Source: an optimization exercise on an open RTL-to-GDS flow (aim: small area, a short achievable clock period and few clock cycles per item). Production flows keep margins and buffers that such runs may drop. Where RTL was checked, it was by simulation tests only, not by an equivalence proof against the original. No activity file was given, so power comes from the tool's default toggle rates.

== the baseline ==
==> flow/design.v <==
`timescale 1ns/10ps
package lc4_isa_pkg;
   localparam int WORD_W    = 16;  
   localparam int REG_SEL_W = 3;   
   localparam int NZP_W     = 3;
   localparam logic [3:0] OP_ARITH = 4'b0001;
   localparam logic [3:0] OP_LOGIC = 4'b0101;
   localparam logic [3:0] OP_CONST = 4'b1001;
   localparam logic [2:0] ARITH_ADD = 3'b000;
   localparam logic [2:0] ARITH_SUB = 3'b010;
   localparam logic [2:0] LOGIC_AND = 3'b000;
   localparam logic [2:0] LOGIC_NOT = 3'b001;
   localparam logic [2:0] LOGIC_OR  = 3'b010;
   localparam logic [2:0] LOGIC_XOR = 3'b011;
   localparam logic [NZP_W-1:0] NZP_NEG  = 3'b100;
   localparam logic [NZP_W-1:0] NZP_ZERO = 3'b010;
   localparam logic [NZP_W-1:0] NZP_POS  = 3'b001;
   typedef struct packed {
      logic [3:0]           opcode;
      logic [REG_SEL_W-1:0] rd;
      logic [REG_SEL_W-1:0] rs;
      logic [2:0]           sub;   
      logic [REG_SEL_W-1:0] rt;
   } insn_reg_t;
   typedef struct packed {
      logic [3:0]           opcode;
      logic [REG_SEL_W-1:0] rd;
      logic [REG_SEL_W-1:0] rs;
      logic                 imm_flag;  
      logic [4:0]           imm5;
   } insn_imm_t;
   typedef struct packed {
      logic [3:0]           opcode;
      logic [REG_SEL_W-1:0] rd;
      logic [8:0]           imm9;  
   } insn_cst_t;
   typedef union packed {
      insn_reg_t r;
      insn_imm_t i;
      insn_cst_t c;
   } lc4_insn_u;
endpackage
`timescale 1ns/10ps
package lc4_pipe_pkg;
   localparam int WORD_W    = 16;
   localparam int REG_SEL_W = 3;
   localparam int NZP_W     = 3;
   typedef enum logic [1:0] {
      STALL_NONE  = 2'd0,  
      STALL_SPLIT = 2'd1,  
      STALL_RESET = 2'd2   
   } stall_e;
   typedef struct packed {
      logic [REG_SEL_W-1:0] rs_sel;
      logic                              rs_re;
      logic [REG_SEL_W-1:0] rt_sel;
      logic                              rt_re;
      logic [REG_SEL_W-1:0] rd_sel;
      logic                              rf_we;
      logic                              nzp_we;
   } ctrl_t;
   typedef struct packed {
      stall_e                           stall;
      logic [WORD_W-1:0]   pc;
      logic [WORD_W-1:0]                insn;  
      ctrl_t                            ctrl;
   } issue_t;
   typedef struct packed {
      logic                              we;
      logic [REG_SEL_W-1:0] sel;
      logic [WORD_W-1:0]    data;
   } wr_port_t;
   typedef struct packed {
      stall_e                            stall;
      logic [WORD_W-1:0]    pc;
      logic [WORD_W-1:0]    insn;
      logic                              rf_we;
      logic [REG_SEL_W-1:0] wsel;
      logic [WORD_W-1:0]    wdata;
      logic                              nzp_we;
      logic [NZP_W-1:0]     nzp;
   } commit_t;
endpackage
`timescale 1ns/10ps
`timescale 1ns/10ps
`timescale 1ns/10ps
`timescale 1ns/10ps
`timescale 1ns/10ps
`timescale 1ns/10ps
module lc4_superscalar #(
   parameter logic [lc4_isa_pkg::WORD_W-1:0] START_PC = 16'h8200
) (
   input  logic                            gwe,
   input  logic                            i_rst,
   output logic [lc4_isa_pkg::WORD_W-1:0]  o_pc,
   input  lc4_isa_pkg::lc4_insn_u          i_insn_a,
   input  lc4_isa_pkg::lc4_insn_u          i_insn_b,
   output lc4_pipe_pkg::commit_t           o_commit_a,
   output lc4_pipe_pkg::commit_t           o_commit_b
);
   logic [15:0] pc_q;
   always_ff @(posedge gwe) begin
      if (i_rst) pc_q <= START_PC;
      else       pc_q <= pc_q + 16'd1;
   end
   assign o_pc = pc_q;
   logic        d_v;
   logic [15:0] d_insn;
   logic [7:0]  d_rs1h, d_rt1h;    
   always_ff @(posedge gwe) begin
      d_v    <= !i_rst;
      d_insn <= i_insn_a;
      d_rs1h <= 8'd1 << i_insn_a[8:6];
      d_rt1h <= 8'd1 << i_insn_a[2:0];
   end
   logic        x_v, x_we, x_fa, x_fb, x_sub;
   logic [15:0] x_insn, x_a, x_b;
   logic        w_v, w_we, w_z;
   logic [15:0] w_insn, w_data, w_pc;
   logic [15:0] regs [8];
   logic        d_wr, d_imm, d_sub;
   logic [2:0]  d_rs, d_rt;
   logic [15:0] d_a, d_b;
   assign d_wr  = (d_insn[15:12] == 4'b0001) || (d_insn[15:12] == 4'b0101) ||
                  (d_insn[15:12] == 4'b1001);
   assign d_imm = d_insn[5];
   assign d_sub = d_insn[15:12] == 4'b0001 && d_insn[5:3] == 3'b010;
   assign d_rs  = d_insn[8:6];
   assign d_rt  = d_insn[2:0];
   logic [15:0] rd_s, rd_t;
   always_comb begin
      rd_s = '0;
      rd_t = '0;
      for (int r = 0; r < 8; r++) begin
         rd_s = rd_s | (regs[r] & {16{d_rs1h[r]}});
         rd_t = rd_t | (regs[r] & {16{d_rt1h[r]}});
      end
   end
   assign d_a   = (w_we && w_insn[11:9] == d_rs) ? w_data : rd_s;
   assign d_b   = d_imm ? {{11{d_insn[4]}}, d_insn[4:0]} :
                  (w_we && w_insn[11:9] == d_rt) ? w_data : rd_t;
   always_ff @(posedge gwe) begin
      if (i_rst) begin
         x_v  <= 1'b0;
         x_we <= 1'b0;
      end else begin
         x_v  <= d_v;
         x_we <= d_v && d_wr;
      end
      x_insn <= d_insn;
      x_sub  <= d_sub;
      x_a    <= d_a;
      x_b    <= d_b;
      x_fa   <= x_we && (x_insn[11:9] == d_rs);
      x_fb   <= x_we && !d_imm && (x_insn[11:9] == d_rt);
   end
   logic [15:0] op_a, bb, g, p, gg, pp, sum, res;
   logic        is_arith, is_logic, is_const, is_imm;
   logic        s_sum, s_and, s_not, s_or, s_xor;
   assign is_arith = x_insn[15:12] == 4'b0001;
   assign is_logic = x_insn[15:12] == 4'b0101;
   assign is_const = x_insn[15:12] == 4'b1001;
   assign is_imm   = x_insn[5];
   assign s_sum    = is_arith && (is_imm || !x_insn[3]);    
   assign s_and    = is_logic && (is_imm || x_insn[4:3] == 2'b00);
   assign s_not    = is_logic && !is_imm && x_insn[4:3] == 2'b01;
   assign s_or     = is_logic && !is_imm && x_insn[4:3] == 2'b10;
   assign s_xor    = is_logic && !is_imm && x_insn[4:3] == 2'b11;
   assign op_a = x_fa ? w_data : x_a;
   assign bb   = x_fb ? (w_data ^ {16{x_sub}}) : (x_b ^ {16{x_sub}});   
   assign g    = op_a & bb;
   assign p    = op_a ^ bb;
   always_comb begin
      logic [15:0] gn, pn;
      gg    = g;
      pp    = p;
      gg[0] = g[0] | (p[0] & x_sub);
      for (int d = 1; d < 16; d = d * 2) begin
         gn = gg;
         pn = pp;
         for (int i = d; i < 16; i++) begin
            gn[i] = gg[i] | (pp[i] & gg[i-d]);
            pn[i] = pp[i] & pp[i-d];
         end
         gg = gn;
         pp = pn;
      end
   end
   assign sum = p ^ {gg[14:0], x_sub};
   logic [15:0] res_ns, t;
   logic        z_sum, res_z;
   assign res_ns = ({16{s_and}} & g) |
                   ({16{s_not}} & ~op_a) |
                   ({16{s_or}}  & (g | p)) |
                   ({16{s_xor}} & p) |
                   ({16{is_const}} & {{7{x_insn[8]}}, x_insn[8:0]});
   assign res    = ({16{s_sum}} & sum) | res_ns;
   assign t      = op_a | bb;
   assign z_sum  = &(p[15:8] ~^ t[14:7]);
   assign res_z  = (res[7:0] == 8'd0) && (s_sum ? z_sum : (res_ns[15:8] == 8'd0));
   always_ff @(posedge gwe) begin
      if (i_rst) begin
         w_v  <= 1'b0;
         w_we <= 1'b0;
         w_pc <= START_PC - 16'd3;
      end else begin
         w_v  <= x_v;
         w_we <= x_we;
         w_pc <= w_pc + 16'd1;
      end
      w_insn <= x_insn;
      w_data <= res;
      w_z    <= res_z;
   end
   logic [15:0] rf_wd;
   assign rf_wd = w_data & ~{16{i_rst}};
   always_ff @(posedge gwe) begin
      for (int r = 0; r < 8; r++)
         if (i_rst || (w_we && w_insn[11:9] == 3'(r))) regs[r] <= rf_wd;
   end
   always_comb begin
      o_commit_a.stall  = w_v ? lc4_pipe_pkg::STALL_NONE : lc4_pipe_pkg::STALL_SPLIT;
      o_commit_a.pc     = w_pc;
      o_commit_a.insn   = w_insn;
      o_commit_a.rf_we  = w_we;
      o_commit_a.wsel   = w_insn[11:9];
      o_commit_a.wdata  = w_data;
      o_commit_a.nzp_we = w_we;
      o_commit_a.nzp    = {w_data[15], w_z, !w_data[15] && !w_z};
   end
   assign o_commit_b = {lc4_pipe_pkg::STALL_SPLIT, 56'd0};
endmodule
==> flow/config.mk <==
export PLATFORM = sky130hd
export DESIGN_NAME = lc4_superscalar
export DESIGN_NICKNAME = lc4_superscalar
export VERILOG_FILES = /design/flow/design.v
export SDC_FILE = /design/flow/constraint.sdc
export NUM_CORES = 4
export LEC_CHECK = 0
export ABC_AREA = 1
export CAP_MARGIN = 20
export CORE_MARGIN = 2
export CORE_UTILIZATION = 40
export CTS_CLUSTER_DIAMETER = 100
export CTS_CLUSTER_SIZE = 20
export SETUP_SLACK_MARGIN = 3.2
export SLEW_MARGIN = 20
==> flow/constraint.sdc <==
create_clock -name core_clock -period 5.5 [get_ports {gwe}]
set_input_delay 1.1000 -clock core_clock [delete_from_list [all_inputs] [get_ports {gwe}]]
set_output_delay 1.1000 -clock core_clock [all_outputs]
set_load 0.01 [all_outputs]
standard.sh (not shown) runs the stock make flow with config.mk's settings and CLKGATE_MAP_FILE= SYNTH_SCRIPT=/design/flow/synth_recipe.tcl, a recipe that flattens the netlist after the stock synthesis.
==> flow/flow/run.sh <==
#!/bin/bash
# The standard layout with two changes: synthesis leaves adders to abc (no
# full/half-adder cells), and the ports get plain buffers, not delay cells.
set -euo pipefail
bash standard.sh ADDER_MAP_FILE= "BUFFER_PORTS_ARGS=-buffer_cell sky130_fd_sc_hd__buf_2" finish > standard.log 2>&1
The following lists how the candidate was set up differently from the baseline:
--- a/flow/design.v
+++ b/flow/design.v
@@ -109,22 +109,24 @@
    logic [7:0]  d_rs1h, d_rt1h;    
    always_ff @(posedge gwe) begin
       d_v    <= !i_rst;
       d_insn <= i_insn_a;
-      d_rs1h <= 8'd1 << i_insn_a[8:6];
+      d_rs1h <= (i_insn_a[15:12] == 4'b1001) ? 8'd0 : 8'd1 << i_insn_a[8:6];
       d_rt1h <= 8'd1 << i_insn_a[2:0];
    end
    logic        x_v, x_we, x_fa, x_fb, x_sub;
    logic [15:0] x_insn, x_a, x_b;
    logic        w_v, w_we, w_z;
    logic [15:0] w_insn, w_data, w_pc;
    logic [15:0] regs [8];
-   logic        d_wr, d_imm, d_sub;
+   logic        d_wr, d_imm, d_sub, d_const, d_not;
    logic [2:0]  d_rs, d_rt;
    logic [15:0] d_a, d_b;
    assign d_wr  = (d_insn[15:12] == 4'b0001) || (d_insn[15:12] == 4'b0101) ||
                   (d_insn[15:12] == 4'b1001);
-   assign d_imm = d_insn[5];
+   assign d_imm   = d_insn[5];
+   assign d_const = d_insn[15:12] == 4'b1001;
+   assign d_not   = d_insn[15:12] == 4'b0101 && d_insn[5:3] == 3'b001;
    assign d_sub = d_insn[15:12] == 4'b0001 && d_insn[5:3] == 3'b010;
    assign d_rs  = d_insn[8:6];
    assign d_rt  = d_insn[2:0];
    logic [15:0] rd_s, rd_t;
@@ -135,10 +137,12 @@
          rd_s = rd_s | (regs[r] & {16{d_rs1h[r]}});
          rd_t = rd_t | (regs[r] & {16{d_rt1h[r]}});
       end
    end
-   assign d_a   = (w_we && w_insn[11:9] == d_rs) ? w_data : rd_s;
-   assign d_b   = d_imm ? {{11{d_insn[4]}}, d_insn[4:0]} :
+   assign d_a   = (w_we && !d_const && w_insn[11:9] == d_rs) ? w_data : rd_s;
+   assign d_b   = d_const ? {{7{d_insn[8]}}, d_insn[8:0]} :
+                  d_not   ? 16'hffff :
+                  d_imm   ? {{11{d_insn[4]}}, d_insn[4:0]} :
                   (w_we && w_insn[11:9] == d_rt) ? w_data : rd_t;
    always_ff @(posedge gwe) begin
       if (i_rst) begin
          x_v  <= 1'b0;
@@ -150,23 +154,22 @@
       x_insn <= d_insn;
       x_sub  <= d_sub;
       x_a    <= d_a;
       x_b    <= d_b;
-      x_fa   <= x_we && (x_insn[11:9] == d_rs);
-      x_fb   <= x_we && !d_imm && (x_insn[11:9] == d_rt);
+      x_fa   <= x_we && !d_const && (x_insn[11:9] == d_rs);
+      x_fb   <= x_we && !d_imm && !d_const && !d_not && (x_insn[11:9] == d_rt);
    end
    logic [15:0] op_a, bb, g, p, gg, pp, sum, res;
    logic        is_arith, is_logic, is_const, is_imm;
-   logic        s_sum, s_and, s_not, s_or, s_xor;
+   logic        s_sum, s_and, s_or, s_xor;
    assign is_arith = x_insn[15:12] == 4'b0001;
    assign is_logic = x_insn[15:12] == 4'b0101;
    assign is_const = x_insn[15:12] == 4'b1001;
    assign is_imm   = x_insn[5];
-   assign s_sum    = is_arith && (is_imm || !x_insn[3]);    
+   assign s_sum    = (is_arith && (is_imm || !x_insn[3])) || is_const;   
    assign s_and    = is_logic && (is_imm || x_insn[4:3] == 2'b00);
-   assign s_not    = is_logic && !is_imm && x_insn[4:3] == 2'b01;
    assign s_or     = is_logic && !is_imm && x_insn[4:3] == 2'b10;
-   assign s_xor    = is_logic && !is_imm && x_insn[4:3] == 2'b11;
+   assign s_xor    = is_logic && !is_imm && x_insn[3];           
    assign op_a = x_fa ? w_data : x_a;
    assign bb   = x_fb ? (w_data ^ {16{x_sub}}) : (x_b ^ {16{x_sub}});   
    assign g    = op_a & bb;
    assign p    = op_a ^ bb;
@@ -189,12 +192,10 @@
    assign sum = p ^ {gg[14:0], x_sub};
    logic [15:0] res_ns, t;
    logic        z_sum, res_z;
    assign res_ns = ({16{s_and}} & g) |
-                   ({16{s_not}} & ~op_a) |
                    ({16{s_or}}  & (g | p)) |
-                   ({16{s_xor}} & p) |
-                   ({16{is_const}} & {{7{x_insn[8]}}, x_insn[8:0]});
+                   ({16{s_xor}} & p);
    assign res    = ({16{s_sum}} & sum) | res_ns;
    assign t      = op_a | bb;
    assign z_sum  = &(p[15:8] ~^ t[14:7]);
    assign res_z  = (res[7:0] == 8'd0) && (s_sum ? z_sum : (res_ns[15:8] == 8'd0));
==> run notes <==
- The candidate went all the way through synthesis, placement and routing and the layout is clean on timing, DRC and antenna.
- Cell count: the candidate lower than the baseline
- Final period utilization on the candidate is down relative to the baseline.
- Cmp the candidate vs the baseline: setup slack higher in the candidate
- When the candidate is measured against the baseline, its area after synthesis turns out 99 um^2 lower.
- Diff the baseline -> the candidate: gate count after technology mapping down 1.7%; fraction of power consumed by the clock network up 0.3 points; die area down about 0.7%; final instance area down about 1.2%; final routed wirelength across all metal layers down 4.5%.
- In the flow results for the baseline and the candidate, the first-pass GRT wire length is smaller on the candidate.
- First element of the critical path: w_data[14]$_DFF_P_ -> the candidate, w_data[11]$_DFF_P_ -> the baseline
No functional check of the RTL was part of any run of this note.

* * *

lc4_superscalar, a different RTL version from the one above (not shown whole).
Size: roughly 1500 cells after synthesis, about 280 flip-flops, roughly 170 I/O pins, ~13000 µm² of cells after synthesis.
==> module lc4_superscalar, before the edit <==
module lc4_superscalar #(
   parameter logic [lc4_isa_pkg::WORD_W-1:0] START_PC = 16'h8200
) (
   input  logic                            gwe,
   input  logic                            i_rst,
   output logic [lc4_isa_pkg::WORD_W-1:0]  o_pc,
   input  lc4_isa_pkg::lc4_insn_u          i_insn_a,
   input  lc4_isa_pkg::lc4_insn_u          i_insn_b,
   output lc4_pipe_pkg::commit_t           o_commit_a,
   output lc4_pipe_pkg::commit_t           o_commit_b
);
   logic [15:0] pc_q;
   always_ff @(posedge gwe) begin
      if (i_rst) pc_q <= START_PC;
      else       pc_q <= pc_q + 16'd1;
   end
   assign o_pc = pc_q;
   logic        d_v;
   logic [15:0] d_insn;
   logic [7:0]  d_rs1h, d_rt1h;    
   always_ff @(posedge gwe) begin
      d_v    <= !i_rst;
      d_insn <= i_insn_a;
      d_rs1h <= (i_insn_a[15:12] == 4'b1001) ? 8'd0 : 8'd1 << i_insn_a[8:6];
      d_rt1h <= 8'd1 << i_insn_a[2:0];
   end
   logic        x_v, x_we, x_fa, x_fb, x_sub;
   logic [15:0] x_insn, x_a, x_b;
   logic        w_v, w_we, w_z;
   logic [15:0] w_insn, w_data, w_pc;
   logic [15:0] regs [8];
   logic        d_wr, d_imm, d_sub, d_const, d_not;
   logic [2:0]  d_rs, d_rt;
   logic [15:0] d_a, d_b;
   assign d_wr    = (d_insn[15:12] == 4'b0001) || (d_insn[15:12] == 4'b0101) ||
                    (d_insn[15:12] == 4'b1001);
   assign d_imm   = d_insn[5];
   assign d_const = d_insn[15:12] == 4'b1001;
   assign d_not   = d_insn[15:12] == 4'b0101 && d_insn[5:3] == 3'b001;
   assign d_sub   = d_insn[15:12] == 4'b0001 && d_insn[5:3] == 3'b010;
   assign d_rs    = d_insn[8:6];
   assign d_rt    = d_insn[2:0];
   logic [15:0] rd_s, rd_t;
   always_comb begin
      rd_s = '0;
      rd_t = '0;
      for (int r = 0; r < 8; r++) begin
         rd_s = rd_s | (regs[r] & {16{d_rs1h[r]}});
         rd_t = rd_t | (regs[r] & {16{d_rt1h[r]}});
      end
   end
   assign d_a   = (w_we && !d_const && w_insn[11:9] == d_rs) ? w_data : rd_s;
   assign d_b   = d_const ? {{7{d_insn[8]}}, d_insn[8:0]} :
                  d_not   ? 16'hffff :
                  d_imm   ? {{11{d_insn[4]}}, d_insn[4:0]} :
                  (w_we && w_insn[11:9] == d_rt) ? w_data : rd_t;
   always_ff @(posedge gwe) begin
      if (i_rst) begin
         x_v  <= 1'b0;
         x_we <= 1'b0;
      end else begin
         x_v  <= d_v;
         x_we <= d_v && d_wr;
      end
      x_insn <= d_insn;
      x_sub  <= d_sub;
      x_a    <= d_a;
      x_b    <= d_b;
      x_fa   <= x_we && !d_const && (x_insn[11:9] == d_rs);
      x_fb   <= x_we && !d_imm && !d_const && !d_not && (x_insn[11:9] == d_rt);
   end
   logic [15:0] op_a, bb, g, p, gg, pp, sum, res;
   logic        is_arith, is_logic, is_const, is_imm;
   logic        s_sum, s_and, s_or, s_xor;
   assign is_arith = x_insn[15:12] == 4'b0001;
   assign is_logic = x_insn[15:12] == 4'b0101;
   assign is_const = x_insn[15:12] == 4'b1001;
   assign is_imm   = x_insn[5];
   assign s_sum    = (is_arith && (is_imm || !x_insn[3])) || is_const;   
   assign s_and    = is_logic && (is_imm || x_insn[4:3] == 2'b00);
   assign s_or     = is_logic && !is_imm && x_insn[4:3] == 2'b10;
   assign s_xor    = is_logic && !is_imm && x_insn[3];           
   assign op_a = x_fa ? w_data : x_a;
   assign bb   = x_fb ? (w_data ^ {16{x_sub}}) : (x_b ^ {16{x_sub}});   
   assign g    = op_a & bb;
   assign p    = op_a ^ bb;
   always_comb begin
      logic [15:0] gn, pn;
      gg    = g;
      pp    = p;
      gg[0] = g[0] | (p[0] & x_sub);
      for (int d = 1; d < 16; d = d * 2) begin
         gn = gg;
         pn = pp;
         for (int i = d; i < 16; i++) begin
            gn[i] = gg[i] | (pp[i] & gg[i-d]);
            pn[i] = pp[i] & pp[i-d];
         end
         gg = gn;
         pp = pn;
      end
   end
   assign sum = p ^ {gg[14:0], x_sub};
   logic [15:0] res_ns, t;
   logic        z_sum, res_z;
   assign res_ns = ({16{s_and}} & g) |
                   ({16{s_or}}  & (g | p)) |
                   ({16{s_xor}} & p);
   assign res    = ({16{s_sum}} & sum) | res_ns;
   assign t      = op_a | bb;
   assign z_sum  = &(p[15:8] ~^ t[14:7]);
   assign res_z  = (res[7:0] == 8'd0) && (s_sum ? z_sum : (res_ns[15:8] == 8'd0));
   always_ff @(posedge gwe) begin
      if (i_rst) begin
         w_v  <= 1'b0;
         w_we <= 1'b0;
         w_pc <= START_PC - 16'd3;
      end else begin
         w_v  <= x_v;
         w_we <= x_we;
         w_pc <= w_pc + 16'd1;
      end
      w_insn <= x_insn;
      w_data <= res;
      w_z    <= res_z;
   end
   logic [15:0] rf_wd;
   assign rf_wd = w_data & ~{16{i_rst}};
   always_ff @(posedge gwe) begin
      for (int r = 0; r < 8; r++)
         if (i_rst || (w_we && w_insn[11:9] == 3'(r))) regs[r] <= rf_wd;
   end
   always_comb begin
      o_commit_a.stall  = w_v ? lc4_pipe_pkg::STALL_NONE : lc4_pipe_pkg::STALL_SPLIT;
      o_commit_a.pc     = w_pc;
      o_commit_a.insn   = w_insn;
      o_commit_a.rf_we  = w_we;
      o_commit_a.wsel   = w_insn[11:9];
      o_commit_a.wdata  = w_data;
      o_commit_a.nzp_we = w_we;
      o_commit_a.nzp    = {w_data[15], w_z, !w_data[15] && !w_z};
   end
   assign o_commit_b = {lc4_pipe_pkg::STALL_SPLIT, 56'd0};
endmodule
export LEC_CHECK = 0
export ABC_AREA = 1
export CAP_MARGIN = 20
export CORE_MARGIN = 2
export CORE_UTILIZATION = 40
export CTS_CLUSTER_DIAMETER = 100
export CTS_CLUSTER_SIZE = 20
export SETUP_SLACK_MARGIN = 3.2
export SLEW_MARGIN = 20
create_clock -name core_clock -period 5.5 [get_ports {gwe}]
==> flow/flow/run.sh <==
#!/bin/bash
# The standard layout with two changes: synthesis leaves adders to abc (no
# full/half-adder cells), and the ports get plain buffers, not delay cells.
# The full output of the flow's tools goes to standard.log and to the ORFS
# logs under orfs/logs/.
set -euo pipefail
bash standard.sh ADDER_MAP_FILE= "BUFFER_PORTS_ARGS=-buffer_cell sky130_fd_sc_hd__buf_2" finish > standard.log 2>&1
The starting point completed without violations.
Testbench counts at the start, summed over its fixed seeds: cycles 12,024, items 12,000.
Edit:
--- a/flow/design.v
+++ b/flow/design.v
@@ -112,9 +112,9 @@
       d_insn <= i_insn_a;
       d_rs1h <= (i_insn_a[15:12] == 4'b1001) ? 8'd0 : 8'd1 << i_insn_a[8:6];
       d_rt1h <= 8'd1 << i_insn_a[2:0];
    end
-   logic        x_v, x_we, x_fa, x_fb, x_sub;
+   logic        x_v, x_we, x_sub;
    logic [15:0] x_insn, x_a, x_b;
    logic        w_v, w_we, w_z;
    logic [15:0] w_insn, w_data, w_pc;
    logic [15:0] regs [8];
@@ -142,8 +142,12 @@
    assign d_b   = d_const ? {{7{d_insn[8]}}, d_insn[8:0]} :
                   d_not   ? 16'hffff :
                   d_imm   ? {{11{d_insn[4]}}, d_insn[4:0]} :
                   (w_we && w_insn[11:9] == d_rt) ? w_data : rd_t;
+   logic        d_fa, d_fb;
+   logic [15:0] res;
+   assign d_fa = x_we && !d_const && (x_insn[11:9] == d_rs);
+   assign d_fb = x_we && !d_imm && !d_const && !d_not && (x_insn[11:9] == d_rt);
    always_ff @(posedge gwe) begin
       if (i_rst) begin
          x_v  <= 1'b0;
          x_we <= 1'b0;
@@ -152,14 +156,12 @@
          x_we <= d_v && d_wr;
       end
       x_insn <= d_insn;
       x_sub  <= d_sub;
-      x_a    <= d_a;
-      x_b    <= d_b;
-      x_fa   <= x_we && !d_const && (x_insn[11:9] == d_rs);
-      x_fb   <= x_we && !d_imm && !d_const && !d_not && (x_insn[11:9] == d_rt);
-   end
-   logic [15:0] op_a, bb, g, p, gg, pp, sum, res;
+      x_a    <= d_fa ? res : d_a;
+      x_b    <= d_fb ? (res ^ {16{d_sub}}) : (d_b ^ {16{d_sub}});   
+   end
+   logic [15:0] op_a, bb, g, p, gg, pp, sum;
    logic        is_arith, is_logic, is_const, is_imm;
    logic        s_sum, s_and, s_or, s_xor;
    assign is_arith = x_insn[15:12] == 4'b0001;
    assign is_logic = x_insn[15:12] == 4'b0101;
@@ -168,10 +170,10 @@
    assign s_sum    = (is_arith && (is_imm || !x_insn[3])) || is_const;   
    assign s_and    = is_logic && (is_imm || x_insn[4:3] == 2'b00);
    assign s_or     = is_logic && !is_imm && x_insn[4:3] == 2'b10;
    assign s_xor    = is_logic && !is_imm && x_insn[3];           
-   assign op_a = x_fa ? w_data : x_a;
-   assign bb   = x_fb ? (w_data ^ {16{x_sub}}) : (x_b ^ {16{x_sub}});   
+   assign op_a = x_a;
+   assign bb   = x_b;
    assign g    = op_a & bb;
    assign p    = op_a ^ bb;
    always_comb begin
       logic [15:0] gn, pn;
Non-clock buffer count grows by 7.
Sequential power barely changes.
Clock power shrinks by about 9%.
Core utilization barely changes.
Cell count shrinks by 1.4%.
Worst hold slack stays flat.
Power shrinks by 4.3%.
Worst setup slack degrades by 31 ps.
Wire length shrinks by 0.81%.
Testbench counts after the change, summed over its fixed seeds: cycles 12,024, items 12,000.

re-timing with driven ports:
How much do the figures lean on ideal ports? The routed layouts below were timed once more, with nothing changed but the port constraints.
Step 1 sets driving cells, clkbuf_16 on the clock port and buf_2 on the other inputs (assumed; they add their load-dependent delay and slew).
Step 2 also shifts input and output timing later by t, the mid clock arrival at the registers, as if the neighbouring blocks saw the same clock.
Three values: ideal ports, drivers, drivers and shift; two values: the first two.
run	shift t [ns]	slack for setup (ns)	hold slack, ns	worst setup path at the end	worst slew at a driven data input, ns
the baseline	0.559	3.233 / 3.181 / 2.927	0.333 / 0.333 / 0.333	input to register	0.04
the candidate	0.560	3.264 / 3.213 / 2.837	0.330 / 0.330 / 0.330	input to register	0.05
the first run of note 2	0.560	3.264 / 3.213 / 2.837	0.330 / 0.330 / 0.330	input to register	0.05
the second run of note 2	0.532	3.233 / 3.187 / 2.903	0.329 / 0.329 / 0.329	input to register	0.03
After both steps setup and hold are still met in every run listed.
